Source: an optimization exercise on an open RTL-to-GDS flow (aim: small area). Production flows keep margins and buffers that such runs may drop.
RTL that was checked went through simulation tests only; none was proved equivalent to the original.
Power and IR drop assume default switching activity.

==> flow/design.v (excerpt) <==
module multi_delimiter_record_splitter_top (
	input  logic        clk,
	input  logic        arst_n,
	input  logic        data_in_valid,
	output logic        data_in_ready,
	input  logic [7:0]  data_in_data_byte,
	input  logic        data_in_end_of_input,
	output logic        data_out_valid,
	input  logic        data_out_ready,
	output logic [7:0]  data_out_out_byte,
	output logic        data_out_is_data,
	output logic        data_out_matched,
	output logic [1:0]  data_out_separator_index,
	output logic        data_out_last,
	input  logic        cfg_valid,
	output logic        cfg_ready,
	input  logic [2:0]  cfg_index,
	input  logic [63:0] cfg_data
);
Settings: LEC_CHECK=0, CAP_MARGIN=20, CORE_MARGIN=2, CORE_UTILIZATION=70, SLEW_MARGIN=20, SYNTH_HIERARCHICAL=1, SYNTH_MINIMUM_KEEP_SIZE=0; clock period 20.0 ns.
standard.sh (not shown) runs the stock make flow with config.mk's settings and CLKGATE_MAP_FILE= SYNTH_SCRIPT=/design/flow/synth_recipe.tcl, a recipe that flattens the netlist after the stock synthesis.
==> flow/flow/run.sh <==
#!/bin/bash
# Own layout flow:
#  1. the standard synthesis, unchanged (standard.sh synth);
#  2. an area-oriented re-mapping of its combinational cells with Yosys/ABC
#     (flow/resyn.ys.in, flow/resyn.abc); every register instance is kept
#     with its name and cell type;
#  3. the standard ORFS layout steps (standard.sh), with the smallest buffer
#     on the ports and a clock tree built without dummy loads.
# Each tool's full output goes to its own log file in this folder.
set -euo pipefail
export BUFFER_PORTS_ARGS="-buffer_cell sky130_fd_sc_hd__buf_1"
export CTS_ARGS="-sink_clustering_enable -repair_clock_nets -dont_use_dummy_load -buf_list sky130_fd_sc_hd__clkbuf_4 -sink_clustering_size 12 -sink_clustering_max_diameter 30"

bash standard.sh synth > synth.log 2>&1

R=orfs/results/${FLOW_PLATFORM}/multi_delimiter_record_splitter_top/base
L=orfs/logs/${FLOW_PLATFORM}/multi_delimiter_record_splitter_top/base
LIB=${FLOW_HOME}/platforms/${FLOW_PLATFORM}/lib/sky130_fd_sc_hd__tt_025C_1v80.lib
DU=$(grep -o -- "-dont_use sky130_fd_sc_hd__[A-Za-z0-9_]*" "$L/1_2_yosys.log" | sort -u | tr '\n' ' ')
YS=${YOSYS_EXE:-$(command -v yosys || echo "${FLOW_HOME}/../tools/install/yosys/bin/yosys")}

cp "$R/1_2_yosys.v" "$R/1_2_yosys_std.v"
sed -e "s#@LIB@#${LIB}#g" -e "s#@DU@#${DU}#" -e "s#@IN@#${R}/1_2_yosys_std.v#" \
    -e "s#@OUT@#${R}/1_2_yosys.v#" -e "s#@TOP@#${FLOW_TOP}#" -e "s#@ABC@#flow/resyn.abc#" \
    flow/resyn.ys.in > resyn.ys
"$YS" -l resyn.log -s resyn.ys > /dev/null 2>&1
rm -f "$R/1_synth.odb" "$R/1_synth.sdc"

bash standard.sh > standard.log 2>&1
==> flow/flow/resyn.abc <==
strash
&get -n
&deepsyn -T 60 -S 7
&put
dch -f
amap
topo
stime -c
==> flow/flow/resyn.ys.in <==
# Area-oriented re-mapping of the combinational cells of the standard
# synthesis netlist. Register cells, the ring-step o22ai cells and tie cells
# stay as they are (blackboxes); every other cell is read as its liberty
# function and mapped again by ABC.
read_liberty -ignore_miss_func @LIB@
blackbox sky130_fd_sc_hd__df* sky130_fd_sc_hd__edf* sky130_fd_sc_hd__o22ai_1 sky130_fd_sc_hd__conb_1
read_verilog @IN@
hierarchy -top @TOP@
flatten
techmap
opt -fast
abc -liberty @LIB@ @DU@ -script @ABC@ -D 20000
opt_clean -purge
hilomap -singleton -hicell sky130_fd_sc_hd__conb_1 HI -locell sky130_fd_sc_hd__conb_1 LO
opt_clean -purge
stat -liberty @LIB@
write_verilog -noattr -nohex -nodec @OUT@
The starting point produced a clean layout.
Next try:
--- a/flow/flow/run.sh
+++ b/flow/flow/run.sh
@@ -11,3 +11,3 @@
 export BUFFER_PORTS_ARGS="-buffer_cell sky130_fd_sc_hd__buf_1"
-export CTS_ARGS="-sink_clustering_enable -repair_clock_nets -dont_use_dummy_load -buf_list sky130_fd_sc_hd__clkbuf_4 -sink_clustering_size 12 -sink_clustering_max_diameter 30"
+export CTS_ARGS="-sink_clustering_enable -repair_clock_nets -dont_use_dummy_load -buf_list sky130_fd_sc_hd__clkbuf_4 -sink_clustering_size 10 -sink_clustering_max_diameter 30"
 
==> flow/flow/resyn.abc (replaced) <==
strash
dc2
dch -f
amap
topo
stime -c
--- a/flow/config.mk
+++ b/flow/config.mk
@@ -7,6 +7,6 @@
 export LEC_CHECK = 0
-export CAP_MARGIN = 20
+export CAP_MARGIN = 5
 export CORE_MARGIN = 2
 export CORE_UTILIZATION = 70
-export SLEW_MARGIN = 20
+export SLEW_MARGIN = 5
 export SYNTH_HIERARCHICAL = 1
Wire length rises by 4.3%.
Clock power rose by about 2%.
Worst setup slack loses 560 ps.
Clock-buffer cell count went up by 4.
Combinational power came out higher by about 4%.
Non-clock buffer count goes down by 3.
First-iteration DRC count drops by 3.9%.
Core utilization rises by 0.42 points.
Register-to-register slack loses 190 ps.
Worst hold slack is better by 11 ps.
Next try:
--- a/flow/flow/run.sh
+++ b/flow/flow/run.sh
@@ -11,3 +11,3 @@
 export BUFFER_PORTS_ARGS="-buffer_cell sky130_fd_sc_hd__buf_1"
-export CTS_ARGS="-sink_clustering_enable -repair_clock_nets -dont_use_dummy_load -buf_list sky130_fd_sc_hd__clkbuf_4 -sink_clustering_size 10 -sink_clustering_max_diameter 30"
+export CTS_ARGS="-sink_clustering_enable -repair_clock_nets -dont_use_dummy_load -buf_list sky130_fd_sc_hd__clkbuf_4 -sink_clustering_size 12 -sink_clustering_max_diameter 30"
 
--- a/flow/config.mk
+++ b/flow/config.mk
@@ -7,6 +7,6 @@
 export LEC_CHECK = 0
-export CAP_MARGIN = 5
+export CAP_MARGIN = 20
 export CORE_MARGIN = 2
 export CORE_UTILIZATION = 70
-export SLEW_MARGIN = 5
+export SLEW_MARGIN = 20
 export SYNTH_HIERARCHICAL = 1
Effect: The new run passed the timing, DRC and antenna checks. Routed wire length is lower slightly. Area after synthesis does not change. Power is lower slightly.
Next try:
--- a/flow/flow/run.sh
+++ b/flow/flow/run.sh
@@ -11,3 +11,3 @@
 export BUFFER_PORTS_ARGS="-buffer_cell sky130_fd_sc_hd__buf_1"
-export CTS_ARGS="-sink_clustering_enable -repair_clock_nets -dont_use_dummy_load -buf_list sky130_fd_sc_hd__clkbuf_4 -sink_clustering_size 12 -sink_clustering_max_diameter 30"
+export CTS_ARGS="-sink_clustering_enable -repair_clock_nets -dont_use_dummy_load -buf_list sky130_fd_sc_hd__clkbuf_4 -sink_clustering_size 10 -sink_clustering_max_diameter 30"
 
==> flow/flow/resyn.abc (replaced) <==
strash
&get -n
&deepsyn -T 60 -S 7
&put
dch -f
amap
topo
stime -c
--- a/flow/config.mk
+++ b/flow/config.mk
@@ -9,3 +9,3 @@
 export CORE_MARGIN = 2
-export CORE_UTILIZATION = 70
+export CORE_UTILIZATION = 76
 export SLEW_MARGIN = 20
Clock skew hardly moves.
Utilization goes up by 6.4 points.
Sequential power hardly moves.
Worst setup slack improves by 530 ps.
Flip-flop and latch count does not change.
Wire length goes up by 7.6%.
Design area goes down by 0.78%.
Next try:
--- a/flow/flow/run.sh
+++ b/flow/flow/run.sh
@@ -11,3 +11,3 @@
 export BUFFER_PORTS_ARGS="-buffer_cell sky130_fd_sc_hd__buf_1"
-export CTS_ARGS="-sink_clustering_enable -repair_clock_nets -dont_use_dummy_load -buf_list sky130_fd_sc_hd__clkbuf_4 -sink_clustering_size 10 -sink_clustering_max_diameter 30"
+export CTS_ARGS="-sink_clustering_enable -repair_clock_nets -dont_use_dummy_load -buf_list sky130_fd_sc_hd__clkbuf_4 -sink_clustering_size 11 -sink_clustering_max_diameter 30"
 
What happened: The changed run produced a clean layout. Global-route usage falls by 0.86 points. Combinational power hardly moves. Count of clock-buffer cells in the layout falls by 3. Synthesized area stays the same. Cell area barely changes. Clock power falls by about 4%. Synthesized cell count does not change. Routed wire length falls by 2.2%. Non-clock buffer count is unchanged. Total power falls by 0.75%.


The RTL this note starts from:
==> flow/design.v <==
module multi_delimiter_record_splitter_top (
	input  logic        clk,
	input  logic        arst_n,
	input  logic        data_in_valid,
	output logic        data_in_ready,
	input  logic [7:0]  data_in_data_byte,
	input  logic        data_in_end_of_input,
	output logic        data_out_valid,
	input  logic        data_out_ready,
	output logic [7:0]  data_out_out_byte,
	output logic        data_out_is_data,
	output logic        data_out_matched,
	output logic [1:0]  data_out_separator_index,
	output logic        data_out_last,
	input  logic        cfg_valid,
	output logic        cfg_ready,
	input  logic [2:0]  cfg_index,
	input  logic [63:0] cfg_data
);
	logic [3:0][7:0][7:0] ring;     
	logic [3:0][2:0]      idx;      
	logic [3:0]           dflt;     
	logic [3:0]           len_en;   
	logic [3:0][2:0]      len_m;    
	logic                 cs;
	logic                 esc_en;
	logic [7:0]           esc_b;
	assign cfg_ready = 1'b1;
	always_ff @(posedge clk) begin
		for (int k = 0; k < 4; k++) begin
			if (cfg_valid && cfg_index == 3'(k)) begin
				ring[k] <= cfg_data ^ 64'hFF00_FF00_FF00_FF00;
			end else begin
				for (int s = 1; s < 8; s++) ring[k][s] <= ~ring[k][s-1];
				ring[k][0] <= ~ring[k][7];
			end
		end
	end
	always_ff @(posedge clk or negedge arst_n) begin
		if (!arst_n) begin
			idx    <= '0;
			dflt   <= 4'hF;
			len_en <= 4'b0011;
			len_m  <= {3'd0, 3'd0, 3'd1, 3'd0};
			cs     <= 1'b1;
			esc_en <= 1'b0;
			esc_b  <= 8'h5C;
		end else begin
			for (int k = 0; k < 4; k++) begin
				if (cfg_valid && cfg_index == 3'(k)) begin
					idx[k]  <= 3'd0;
					dflt[k] <= 1'b0;
				end else begin
					idx[k] <= {idx[k][2] ^ ~(idx[k][1] | idx[k][0]), ~(idx[k][1] ^ idx[k][0]), ~idx[k][0]};
				end
			end
			if (cfg_valid) begin
				case (cfg_index)
					3'd4: begin
						for (int k = 0; k < 4; k++) begin
							len_en[k] <= (cfg_data[4*k +: 4] != 4'd0) && (cfg_data[4*k +: 4] <= 4'd8);
							len_m[k]  <= cfg_data[4*k +: 3] - 3'd1;
						end
					end
					3'd5: cs     <= cfg_data[0];
					3'd6: esc_en <= cfg_data[0];
					3'd7: esc_b  <= cfg_data[7:0];
					default: ;
				endcase
			end
		end
	end
	localparam logic [1:0] S_IDLE = 2'd0, S_PASS = 2'd1, S_INS = 2'd2, S_EMIT = 2'd3;
	logic [1:0]      st;
	logic            pf;        
	logic [3:0]      fill;
	logic [2:0]      h;         
	logic            zq;        
	logic            esc_q;
	logic            em_m;      
	logic [3:0]      act;
	logic [3:0]      hit;
	logic [3:0][7:0] pm;        
	logic [7:0][7:0] win;       
	logic            o_valid;
	logic            o_term;
	logic [7:0]      o_byte;
	logic [7:0] c;
	logic       ci;
	logic [3:0] proc_k;
	logic [3:0] nd;
	logic [3:0] nhit;
	assign c  = data_in_data_byte;
	assign ci = !cs && c[7:6] == 2'b01 && c[4:0] != 5'd0 && c[4:0] <= 5'd26;
	logic c00, c0a, c0d;
	assign c00 = (c == 8'h00);
	assign c0a = (c == 8'h0A);
	assign c0d = (c == 8'h0D);
	always_comb begin
		for (int k = 0; k < 4; k++) begin
			logic [7:0] x;
			logic       eq;
			logic       pred;
			x = c ^ ring[k][0];
			eq = (x[7:6] == 2'b00) && (x[4:0] == 5'd0) && (!x[5] || ci);
			if (dflt[k]) begin
				case (k)
					0: eq = (idx[k] == 3'd0) ? c0a : c00;
					1: eq = (idx[k] == 3'd0) ? c0d : (idx[k] == 3'd1) ? c0a : c00;
					default: eq = c00;
				endcase
			end
			proc_k[k] = (st == S_PASS) && ((idx[k] == 3'd7 && !pf) || act[k]);
			pred = (idx[k] == 3'd0) || (pm[k][7] && !zq);
			nd[k] = pred && eq;
			nhit[k] = proc_k[k] && len_en[k] && (idx[k] == len_m[k]) && nd[k];
		end
	end
	always_ff @(posedge clk) begin
		for (int k = 0; k < 4; k++) begin
			pm[k][0] <= pm[k][7];
			pm[k][1] <= proc_k[k] ? nd[k] : pm[k][0];
			for (int s = 2; s < 8; s++) pm[k][s] <= pm[k][s-1];
		end
	end
	logic       selA, selB, selF;
	logic [2:0] mA, mB, mb;
	logic [1:0] kb;
	assign selA = hit[1] && (!hit[0] || len_m[1] > len_m[0]);
	assign mA   = selA ? len_m[1] : len_m[0];
	assign selB = hit[3] && (!hit[2] || len_m[3] > len_m[2]);
	assign mB   = selB ? len_m[3] : len_m[2];
	assign selF = (hit[2] || hit[3]) && (!(hit[0] || hit[1]) || mB > mA);
	assign mb   = selF ? mB : mA;
	assign kb   = selF ? {1'b1, selB} : {1'b0, selA};
	logic is_esc;
	logic o_free;
	logic aligned;      
	logic ins_ok;
	logic take;
	logic ins;
	logic pop;
	logic term;
	logic [2:0] thr;
	assign is_esc  = esc_en && (c == esc_b);
	assign o_free  = !o_valid || data_out_ready;
	assign aligned = (h + fill[2:0]) == 3'd0;
	assign ins_ok  = (fill == 4'd0) || (h == 3'd0);
	assign thr     = em_m ? mb : 3'd0;
	always_comb begin
		take = 1'b0;
		ins  = 1'b0;
		pop  = 1'b0;
		term = 1'b0;
		case (st)
			S_IDLE: take = data_in_valid && !o_valid && (data_in_end_of_input || (!esc_q && is_esc));
			S_PASS: take = pf && (h == 3'd7) && (hit != 4'd0);
			S_INS: begin
				ins  = ins_ok;
				take = ins_ok;
			end
			default: begin
				if (fill > {1'b0, thr}) pop = o_free && aligned;
				else term = o_free;
			end
		endcase
	end
	assign data_in_ready = take;
	always_ff @(posedge clk) begin
		for (int s = 1; s < 8; s++) win[s] <= win[s-1];
		win[0] <= ins ? c : win[7];
	end
	always_ff @(posedge clk or negedge arst_n) begin
		if (!arst_n) begin
			st    <= S_IDLE;
			pf    <= 1'b0;
			fill  <= '0;
			h     <= '0;
			zq    <= 1'b1;
			esc_q <= 1'b0;
			o_valid <= 1'b0;
		end else begin
			h   <= ins ? 3'd0 : {h[2] ^ (h[1] & h[0]), h[1] ^ h[0], ~h[0]};
			if (st == S_PASS && h == 3'd7) pf <= !pf;
			if (o_free) o_valid <= 1'b0;
			case (st)
				S_IDLE: begin
					if (data_in_valid && !o_valid) begin
						if (data_in_end_of_input) begin
							st    <= S_EMIT;
							zq    <= 1'b1;
						end else if (esc_q) begin
							st <= S_INS;
						end else if (is_esc) begin
							esc_q <= 1'b1;
						end else if (h == 3'd7) begin
							st <= S_PASS;
						end
					end
				end
				S_PASS: begin
					if (pf && h == 3'd7) begin
						if (hit != 4'd0) begin
							st   <= S_EMIT;
							zq   <= 1'b1;
						end else begin
							st <= S_INS;
						end
					end
				end
				S_INS: begin
					if (ins_ok) begin
						st    <= S_IDLE;
						zq    <= esc_q;
						esc_q <= 1'b0;
						if (fill == 4'd8) begin
							o_valid <= 1'b1;
						end else begin
							fill <= fill + 4'd1;
						end
					end
				end
				default: begin
					if (pop) begin
						fill    <= fill - 4'd1;
						o_valid <= 1'b1;
					end else if (term) begin
						fill    <= 4'd0;
						o_valid <= 1'b1;
						esc_q   <= 1'b0;
						st      <= S_IDLE;
					end
				end
			endcase
		end
	end
	always_ff @(posedge clk) begin
		act <= proc_k & {idx[3] != 3'd0, idx[2] != 3'd0, idx[1] != 3'd0, idx[0] != 3'd0};
		if (st == S_PASS) hit <= hit | nhit;
		else if (st == S_IDLE && data_in_valid && !o_valid) hit <= '0;
	end
	always_ff @(posedge clk) begin
		if (pop || (ins && fill == 4'd8)) o_byte <= win[7];
		else if (term) o_byte <= 8'h00;
		if (pop || ins) o_term <= 1'b0;
		else if (term) o_term <= 1'b1;
		if (st == S_IDLE && data_in_valid && !o_valid && data_in_end_of_input) em_m <= 1'b0;
		else if (st == S_PASS && pf && h == 3'd7 && hit != 4'd0) em_m <= 1'b1;
	end
	assign data_out_valid           = o_valid;
	assign data_out_out_byte        = o_byte;
	assign data_out_is_data         = !o_term;
	assign data_out_matched         = o_term && em_m;
	assign data_out_separator_index = (o_term && em_m) ? kb : 2'd0;
	assign data_out_last            = o_term || (st != S_EMIT);
endmodule
clock: 20.0 ns
lec_check: 0
cap_margin: 20
core_margin: 2
core_utilization: 70
cts_buf_list: sky130_fd_sc_hd__clkbuf_4
slew_margin: 20
run.sh (not shown) runs the stock make flow with config.mk's settings and CLKGATE_MAP_FILE= SYNTH_SCRIPT=/design/flow/synth_recipe.tcl, a recipe that flattens the netlist after the stock synthesis.
Stock flow here: none of the scripts above is used.
Rerun with:
==> flow/flow/run.sh (new file) <==
#!/bin/bash
# Own layout flow: the standard flow (the standard.sh, standard synthesis
# unchanged) with the smallest buffer on the ports and a clock tree built
# without dummy loads. Every tool's output goes to standard.log here, and ORFS
# keeps per-step logs under orfs/logs.
export BUFFER_PORTS_ARGS="-buffer_cell sky130_fd_sc_hd__buf_1"
export CTS_ARGS="-sink_clustering_enable -repair_clock_nets -dont_use_dummy_load -buf_list sky130_fd_sc_hd__clkbuf_4"
bash standard.sh > standard.log 2>&1
==> flow/standard.sh (new file) <==
#!/bin/bash
# synth_recipe.tcl (not shown) runs the flow's synth.tcl, then flattens the netlist and writes it again
# the make line also repeats each setting of config.mk as NAME=value (left out here)
make -C /OpenROAD-flow-scripts/flow DESIGN_CONFIG=/design/flow/config.mk WORK_HOME=/design/flow/orfs CLKGATE_MAP_FILE= SYNTH_SCRIPT=/design/flow/synth_recipe.tcl "${@:-finish}"
--- a/flow/config.mk
+++ b/flow/config.mk
@@ -9,4 +9,3 @@
 export CORE_MARGIN = 2
 export CORE_UTILIZATION = 70
-export CTS_BUF_LIST = sky130_fd_sc_hd__clkbuf_4
 export SLEW_MARGIN = 20
removed: flow/run.sh
What happened: Fmax climbs by 6.8%; cell area came out lower by 6.7%; sequential cell count does not change; total power goes down by 9.5%; die area does not change; sequential power hardly moves; area after synthesis stays the same; clock power fell by 28%; setup slack gains 0.67 ns.
Rerun with:
--- a/flow/flow/run.sh
+++ b/flow/flow/run.sh
@@ -5,4 +5,4 @@
 # keeps per-step logs under orfs/logs.
 export BUFFER_PORTS_ARGS="-buffer_cell sky130_fd_sc_hd__buf_1"
-export CTS_ARGS="-sink_clustering_enable -repair_clock_nets -dont_use_dummy_load -buf_list sky130_fd_sc_hd__clkbuf_4"
+export CTS_ARGS="-sink_clustering_enable -repair_clock_nets -dont_use_dummy_load -buf_list sky130_fd_sc_hd__clkbuf_2"
 bash standard.sh > standard.log 2>&1
Result:
- The new run completed without violations
- power shrinks by a few percent
- cell area came out lower slightly
- clock skew grows by 0.064 ns
- core utilization shrinks by 1.3 points
- synthesized cell count stays the same
- global-route usage came out lower by 0.32 points
- setup slack is worse by 0.015 ns
- routed wire length came out lower slightly
- die area is unchanged
- sequential power hardly moves
- first-iteration DRC count shrinks by a few percent
Rerun with:
==> flow/run.sh (new file) <==
#!/bin/bash
# synth_recipe.tcl (not shown) runs the flow's synth.tcl, then flattens the netlist and writes it again
# the make line also repeats each setting of config.mk as NAME=value (left out here)
make -C /OpenROAD-flow-scripts/flow DESIGN_CONFIG=/design/flow/config.mk WORK_HOME=/design/flow/orfs CLKGATE_MAP_FILE= SYNTH_SCRIPT=/design/flow/synth_recipe.tcl finish
--- a/flow/config.mk
+++ b/flow/config.mk
@@ -9,3 +9,4 @@
 export CORE_MARGIN = 2
 export CORE_UTILIZATION = 70
+export CTS_BUF_LIST = sky130_fd_sc_hd__clkbuf_2
 export SLEW_MARGIN = 20
removed: flow/flow/run.sh
removed: flow/standard.sh
The new run produced a clean layout.
Global-route usage grows by 0.28 points.
First-iteration DRC count grows by 26%.
Combinational power grows by about 7%.
Count of clock-buffer cells in the layout grows by 49.
Core utilization grows by 4.7 points.
Critical path depth stays the same.
Register-to-register slack stays flat.
Design area grows by 6.2%.
Synthesized cell count does not change.
Synthesized area is unchanged.
No run of this note included a check of the RTL's function; only the layout flow was run.

[static timing again, ports no longer ideal]
The flow's constraints put no driver on any port. The routed layouts listed below were extracted and timed again, unchanged, in two steps.
Step 1 (the two cells are an assumption about what drives the block):
set clk [get_ports {clk}]
set_driving_cell -lib_cell sky130_fd_sc_hd__clkbuf_16 $clk
set_driving_cell -lib_cell sky130_fd_sc_hd__buf_2 [delete_from_list [all_inputs] $clk]
Step 2 times the ports against the registers' clock, not the clock port: input delays grow and output delays shrink by t, the midpoint of the rising clock arrivals with the driver on.
Three values: no drivers, after step 1, after step 2; two values: the first two.
run	shift t [ns]	setup WS [ns]	worst setup path at the end	slew at the worst register clock pin (ns)	pins driven straight from the clock port
the first run of note 1	0.710	8.976 / 8.953 / 8.953	input to output	0.12 / 0.12	1
the second run of note 1	0.699	8.412 / 8.342 / 8.342	input to output	0.10 / 0.10	1
the third run of note 1	0.707	8.479 / 8.405 / 8.405	input to output	0.11 / 0.11	1
the fourth run of note 1	0.709	9.006 / 8.973 / 8.973	input to output	0.11 / 0.11	1
the fifth run of note 1	0.691	8.924 / 8.890 / 8.890	input to output	0.11 / 0.11	1
the first run of note 2	0.754	9.375 / 9.350 / 9.350	input to output	0.08 / 0.08	1
the second run of note 2	0.725	10.048 / 10.008 / 10.008	input to output	0.08 / 0.08	1
the third run of note 2	0.885	10.033 / 9.994 / 9.994	input to output	0.12 / 0.12	1
the fourth run of note 2	0.901	9.388 / 9.364 / 9.364	input to output	0.12 / 0.12	1
After both steps every run listed still meets setup and hold. The setup slack of the third run of note 1, which loses most, moves by -0.074 ns with the drivers and by -0.074 ns with both steps.
